What follows belongs to an exercise in optimizing a design on an open flow for a short achievable clock period and few clock cycles; a production flow would make more cautious choices.
Only simulation tests tie the RTL to the original design; equivalence was not proved.
The flow treats the clock pin as an ideal source, which a real chip does not have.
Power and IR drop assume default switching activity.

## mips_multicycle_core
module mips_multicycle_core
#(
  parameter int                ADDR_W   = 10,
  parameter logic [ADDR_W-1:0] RESET_PC = '0
) (
  input  logic              clk,
  input  logic              rst,
  input  logic              run,
  output logic              imem_req,
  output logic [ADDR_W-1:0] imem_addr,
  input  logic              imem_ready,
  input  logic [31:0]       imem_rdata,
  output logic              dmem_req,
  output logic              dmem_we,
  output logic [ADDR_W-1:0] dmem_addr,
  output logic [31:0]       dmem_wdata,
  input  logic              dmem_ready,
  input  logic [31:0]       dmem_rdata,
  input  logic [4:0]        dbg_sel,
  output logic [31:0]       dbg_reg,
  output logic [ADDR_W-1:0] dbg_pc,
  output logic              retire,
  output logic              halted
);
For scale: ~7800 cells after synthesis, ~170 I/O pins, roughly 84000 um^2 of cells after synthesis.
==> flow/config.mk <==
export PLATFORM = sky130hd
export DESIGN_NAME = mips_multicycle_core
export DESIGN_NICKNAME = mips_multicycle_core
export VERILOG_FILES = /design/flow/design.v
export SDC_FILE = /design/flow/constraint.sdc
export NUM_CORES = 4
export LEC_CHECK = 0
export CAP_MARGIN = 30
export CORE_MARGIN = 2
export CORE_UTILIZATION = 45
export PLACE_DENSITY = 0.7
export SETUP_SLACK_MARGIN = 4.5
export SLEW_MARGIN = 30
export SYNTH_HIERARCHICAL = 1
export SYNTH_MINIMUM_KEEP_SIZE = 0
export TNS_END_PERCENT = 100
==> flow/constraint.sdc <==
create_clock -name core_clock -period 8.0 [get_ports {clk}]
set_input_delay 1.6000 -clock core_clock [delete_from_list [all_inputs] [get_ports {clk}]]
set_output_delay 1.6000 -clock core_clock [all_outputs]
set_load 0.01 [all_outputs]
standard.sh (not shown) runs the stock make flow with config.mk's settings and CLKGATE_MAP_FILE= SYNTH_SCRIPT=/design/flow/synth_recipe.tcl, a recipe that flattens the netlist after the stock synthesis.
==> flow/flow/run.sh <==
#!/bin/bash
# Layout flow: the standard flow (standard.sh: the standard synthesis,
# floorplan, placement, CTS, routing and finishing), with one extra step after
# CTS that gives the debug read port's output-side gates drive strength 4.
# Each step writes its full output to its own log file in the work folder.
set -euo pipefail
bash standard.sh synth > 1_synth.log 2>&1
bash standard.sh cts > 2_to_cts.log 2>&1
openroad -no_init -exit flow/post_cts.tcl > 3_post_cts.log 2>&1
bash standard.sh > 4_finish.log 2>&1
test -s out/final.def
Other scripts of this flow, unchanged in this note and not shown: flow/flow/post_cts.tcl, flow/flow/upsize_dbg.tcl
Testbench counts at the start, summed over its fixed seeds: cycles 4,192.
Edit:
Settings changed: CORE_UTILIZATION 45 to 35, PLACE_DENSITY 0.7 to 0.55.
After rerunning: The new run finished clean; routed wire length increases slightly; clock-buffer cell count increases by 13; clock skew decreases by 0.010 ns; die area increases by a quarter to a third; setup slack is better by 0.15 ns; cell area barely changes.


main:
mips_multicycle_core, a different RTL version from the one above (not shown whole).
For scale: ~7900 cells after synthesis, roughly 170 I/O pins, roughly 85000 µm² of cells after synthesis.
clock: 8.0 ns
lec_check: 0
cap_margin: 30
core_margin: 2
core_utilization: 40
place_density: 0.65
setup_slack_margin: 4.0
slew_margin: 30
synth_hierarchical: 1
synth_minimum_keep_size: 0
tns_end_percent: 100
run.sh (not shown) runs the stock make flow with config.mk's settings and CLKGATE_MAP_FILE= SYNTH_SCRIPT=/design/flow/synth_recipe.tcl, a recipe that flattens the netlist after the stock synthesis.
Stock flow here: none of the scripts above is used.
Testbench counts of main, summed over its fixed seeds: cycles 4,192.
Changes in the feature branch relative to main:
- changing CORE_UTILIZATION from 40 to 35
- changing PLACE_DENSITY from 0.65 to 0.55
- changing SETUP_SLACK_MARGIN from 4.0 to 4.5
Results
- Between main and the feature branch, the flow reports filler cell count increasing by more than 10%.
- Compared with main, the feature branch shows detailed-placement wirelength estimate higher by 3.5%.
- Higher total detailed-routing wirelength among main and the feature branch: the feature branch
- [the feature branch vs main] clock skew: lower in the feature branch
- In terms of switching power share of the total, the feature branch and main differ only marginally.
- Between the feature branch and main, the tightest hold margin does not differ in any meaningful way.
- main → the feature branch: design area climbed 0.71%, internal power of the cells dropped about 0.3%.

[afterwards: timing with drivers on the ports]
In the flow no input, the clock included, has a driving cell. The finished layouts below were timed again as built, in two steps. Step 1 (the two cells are an assumption about what drives the block):
set clk [get_ports {clk}]
set_driving_cell -lib_cell sky130_fd_sc_hd__clkbuf_16 $clk
set_driving_cell -lib_cell sky130_fd_sc_hd__buf_2 [delete_from_list [all_inputs] $clk]
Step 2, shift: input delay + t, output delay - t, t = (earliest + latest rising clock arrival at the registers) / 2. This alone moves slack from input paths to output paths. Three values: no drivers, after step 1, after step 2; two values: the first two.
| run | t (ns) | setup WS [ns] | worst setup path after step 2 |
|---|---|---|---|
| the first run of note 1 | 0.906 | 2.733 / 2.733 / 2.657 | input to register |
| the second run of note 1 | 0.893 | 2.887 / 2.776 / 2.672 | input to register |
| main | 0.909 | 2.727 / 2.629 / 2.629 | input to output |
| the feature branch | 0.885 | 2.671 / 2.605 / 2.605 | input to output |
After both steps every run listed still meets setup and hold. For the second run of note 1, which loses most, drivers alone change the setup slack by -0.111 ns; drivers and shift together by -0.215 ns.
